Source: an optimization exercise on an open RTL-to-GDS flow (aim: small area). Production flows keep margins and buffers that such runs may drop. The RTL was checked by simulation tests, not by an equivalence proof against the original design. Power is estimated from default activity; no workload was simulated.

trial 39:
==> module dsp_krnl_load_ctrl, before the edit <==
module dsp_krnl_load_ctrl #(
  parameter int NUM_TILES = 480,
  parameter int KERN_SZ   = 3,
  parameter int IMG_D     = 6,
  parameter int A_W       = 14,
  parameter int M_W       = 18,
  localparam int KRNL_WORDS = dsp_conv_pkg::krnl_words(KERN_SZ, IMG_D),
  localparam int TILE_W     = $clog2(NUM_TILES)
) (
  input  logic                 clk,
  input  logic                 rst,
  input  logic                 ce,
  input  logic                 cmd_valid,
  output logic                 cmd_ready,
  input  logic [TILE_W-1:0]    cmd_tile,
  input  logic                 cmd_bank,
  input  logic                 cmd_swap,
  input  logic                 s_valid,
  output logic                 s_ready,
  input  logic [M_W-1:0]       s_data,
  output logic [A_W-1:0]       krnl_wraddr,
  output logic [M_W-1:0]       krnl_wrdata,
  output logic [NUM_TILES-1:0] krnl_bram1_wren,
  output logic [NUM_TILES-1:0] krnl_bram2_wren,
  output logic [NUM_TILES-1:0] ld_new_kernel,
  output logic                 busy,
  output logic                 done,
  output logic                 cmd_err
);
  localparam int               IDX_W    = $clog2(KRNL_WORDS);
  localparam logic [IDX_W-1:0] PREV_IDX = IDX_W'(KRNL_WORDS - 2);
  localparam int               LO_W     = 5;
  localparam int               LO_N     = 1 << LO_W;
  localparam int               HI_N     = (NUM_TILES + LO_N - 1) / LO_N;
  dsp_conv_pkg::krnl_state_t r_state;
  logic [TILE_W-1:0]    r_tile;
  logic                 r_bank;
  logic                 r_swap;
  logic                 r_first;    
  logic [IDX_W-1:0]     r_wraddr;   
  logic [M_W-1:0]       r_wrdata;
  logic                 r_wr1;
  logic                 r_wr2;
  logic                 r_ld;
  logic                 r_done;
  logic                 r_cmd_err;
  logic w_cmd_ready, w_s_ready, w_cmd_fire, w_tile_ok, w_beat, w_last;
  assign w_cmd_ready = (r_state == dsp_conv_pkg::IDLE) && ce && !rst;
  assign w_s_ready   = (r_state == dsp_conv_pkg::LOAD) && ce && !rst;
  assign w_cmd_fire  = cmd_valid && w_cmd_ready;
  assign w_tile_ok   = (cmd_tile < TILE_W'(NUM_TILES));
  assign w_beat      = s_valid && w_s_ready;
  assign w_last      = !r_first && (r_wraddr == PREV_IDX);
  always_ff @(posedge clk) begin
    if (rst) begin
      r_state   <= dsp_conv_pkg::IDLE;
      r_tile    <= '0;
      r_bank    <= 1'b0;
      r_swap    <= 1'b0;
      r_first   <= 1'b0;
      r_wraddr  <= '0;
      r_wrdata  <= '0;
      r_wr1     <= 1'b0;
      r_wr2     <= 1'b0;
      r_ld      <= 1'b0;
      r_done    <= 1'b0;
      r_cmd_err <= 1'b0;
    end else begin
      r_wr1     <= w_beat && !r_bank;
      r_wr2     <= w_beat && r_bank;
      r_ld      <= ce && (r_state == dsp_conv_pkg::SWAP);
      r_done    <= ce && (r_state == dsp_conv_pkg::DONE);
      r_cmd_err <= w_cmd_fire && !w_tile_ok;
      if (w_cmd_fire && w_tile_ok) begin
        r_state <= dsp_conv_pkg::LOAD;
        r_tile  <= cmd_tile;
        r_bank  <= cmd_bank;
        r_swap  <= cmd_swap;
        r_first <= 1'b1;
      end
      if (w_beat) begin
        r_wraddr <= r_first ? '0 : r_wraddr + IDX_W'(1);
        r_wrdata <= s_data;
        r_first  <= 1'b0;
        if (w_last) begin
          r_state <= r_swap ? dsp_conv_pkg::SWAP : dsp_conv_pkg::DONE;
        end
      end
      if (ce && (r_state == dsp_conv_pkg::SWAP)) begin
        r_state <= dsp_conv_pkg::DONE;
      end
      if (ce && (r_state == dsp_conv_pkg::DONE)) begin
        r_state <= dsp_conv_pkg::IDLE;
      end
    end
  end
  logic [LO_N-1:0] w_lo_n;
  logic [HI_N-1:0] w_hi1_n, w_hi2_n, w_hild_n;
  logic [TILE_W-LO_W-1:0] w_hi;
  assign w_hi = r_tile[TILE_W-1:LO_W];
  generate
    for (genvar gl = 0; gl < LO_N; gl++) begin : g_lo
      assign w_lo_n[gl] = !(r_tile[LO_W-1:0] == LO_W'(gl));
    end
    for (genvar gh = 0; gh < HI_N; gh++) begin : g_hi
      assign w_hi1_n[gh]  = !(r_wr1 && (w_hi == (TILE_W-LO_W)'(gh)));
      assign w_hi2_n[gh]  = !(r_wr2 && (w_hi == (TILE_W-LO_W)'(gh)));
      assign w_hild_n[gh] = !(r_ld  && (w_hi == (TILE_W-LO_W)'(gh)));
    end
    for (genvar gi = 0; gi < NUM_TILES; gi++) begin : g_out
      assign krnl_bram1_wren[gi] = !(w_hi1_n[gi / LO_N]  || w_lo_n[gi % LO_N]);
      assign krnl_bram2_wren[gi] = !(w_hi2_n[gi / LO_N]  || w_lo_n[gi % LO_N]);
      assign ld_new_kernel[gi]   = !(w_hild_n[gi / LO_N] || w_lo_n[gi % LO_N]);
    end
  endgenerate
  assign cmd_ready   = w_cmd_ready;
  assign s_ready     = w_s_ready;
  assign busy        = (r_state != dsp_conv_pkg::IDLE);
  assign krnl_wraddr = A_W'(r_wraddr);
  assign krnl_wrdata = r_wrdata;
  assign done        = r_done;
  assign cmd_err     = r_cmd_err;
endmodule
Settings: LEC_CHECK=0, CAP_MARGIN=20, CORE_AREA=3 2.72 757 59.84, CTS_BUF_LIST=sky130_fd_sc_hd__clkbuf_4 sky130_fd_sc_hd__clkbuf_8, CTS_CLUSTER_DIAMETER=30, CTS_CLUSTER_SIZE=6, DIE_AREA=0 0 760 62, SETUP_SLACK_MARGIN=0.1, SLEW_MARGIN=20; clock period 4.0 ns.
standard.sh (not shown) runs the stock make flow with config.mk's settings and CLKGATE_MAP_FILE= SYNTH_SCRIPT=/design/flow/synth_recipe.tcl, a recipe that flattens the netlist after the stock synthesis.
==> flow/flow/run.sh <==
#!/bin/bash
# The standard ORFS layout, except that:
# - the port buffers are the smallest buffer cell instead of the one
#   buffer_ports picks by default;
# - gates off the critical paths are downsized after global routing, and
#   flow/post_grt.tcl then repairs the slew, capacitance and timing limits.
set -euo pipefail
export BUFFER_PORTS_ARGS="-buffer_cell sky130_fd_sc_hd__buf_1"
export POST_GLOBAL_ROUTE_TCL="$PWD/flow/post_grt.tcl"
bash standard.sh RECOVER_POWER=100 finish > standard_flow.log 2>&1
==> flow/flow/post_grt.tcl <==
# Runs after global routing. Power recovery has downsized the gates that have
# timing slack, which can break the slew and capacitance limits: repair them,
# then any setup violations, legalising and rerouting after each repair.
estimate_parasitics -global_routing
repair_design_helper
global_route -start_incremental
detailed_placement
global_route -end_incremental
estimate_parasitics -global_routing
repair_timing_helper
global_route -start_incremental
detailed_placement
global_route -end_incremental
check_placement -verbose
Input changes introduced in trial 97 (baseline for comparison: trial 39):
--- a/flow/design.v
+++ b/flow/design.v
@@ -77,12 +77,20 @@
   assign w_beat      = s_valid && w_s_ready;
   assign w_last      = !r_first && (r_wraddr == PREV_IDX);
   always_ff @(posedge clk) begin
+    if (w_cmd_fire && w_tile_ok) begin
+      r_tile  <= cmd_tile;
+      r_bank  <= cmd_bank;
+      r_swap  <= cmd_swap;
+    end
+    if (w_cmd_fire && w_tile_ok) begin
+      r_first <= 1'b1;
+    end else if (w_beat) begin
+      r_first <= 1'b0;
+    end
+  end
+  always_ff @(posedge clk) begin
     if (rst) begin
       r_state   <= dsp_conv_pkg::IDLE;
-      r_tile    <= '0;
-      r_bank    <= 1'b0;
-      r_swap    <= 1'b0;
-      r_first   <= 1'b0;
       r_wraddr  <= '0;
       r_wrdata  <= '0;
       r_wr1     <= 1'b0;
@@ -98,15 +106,10 @@
       r_cmd_err <= w_cmd_fire && !w_tile_ok;
       if (w_cmd_fire && w_tile_ok) begin
         r_state <= dsp_conv_pkg::LOAD;
-        r_tile  <= cmd_tile;
-        r_bank  <= cmd_bank;
-        r_swap  <= cmd_swap;
-        r_first <= 1'b1;
       end
       if (w_beat) begin
         r_wraddr <= r_first ? '0 : r_wraddr + IDX_W'(1);
         r_wrdata <= s_data;
-        r_first  <= 1'b0;
         if (w_last) begin
           r_state <= r_swap ? dsp_conv_pkg::SWAP : dsp_conv_pkg::DONE;
         end
--- outcome ---
- For the area share of and/or/nand/nor cells after synthesis, trial 97 came in 2.5 points lower than trial 39 did.
- Trial 97 completed; timing, DRC and antenna clean
- Reported leakage power in trial 97 is 0.77% lower than in trial 39
- Of trial 39 and trial 97, the lower inverter count of the layout excluding clock inverters belongs to trial 39.
- The via count reported for trial 97 is lower than the one for trial 39.
- Global-route wire length before repair is higher on trial 39
- The run with more setup slack is trial 97; trial 39 has less.
- In the reports for trial 39 and trial 97, the smaller worst voltage drop across the vdd grid belongs to trial 97.
- In trial 97, register-to-register slack is higher than in trial 39.
- Sort trial 39 and trial 97 by final-layout worst hold slack desc -> top: trial 39

## port drivers added, routing unchanged
No port has a modelled driver above. Below, the same layouts with a new extraction and two added sets of constraints.
Step 1, drivers: a clkbuf_16 drives clk and a buf_2 each remaining input, both assumed.
Step 2 times the ports against the registers' clock, not the clock port: input delays grow and output delays shrink by t, the midpoint of the rising clock arrivals with the driver on.
a / b / c = ideal / step 1 / step 2; a / b = the first two.
run | t, ns | setup WS [ns] | clock arrival spread, ns | pins driven straight from the clock port
trial 39 | 0.340 | 0.126 / 0.099 / 0.438 | 0.019 / 0.019 | 1
trial 97 | 0.341 | 0.153 / 0.127 / 0.468 | 0.010 / 0.010 | 1
After both steps setup and hold are still met in every run listed.
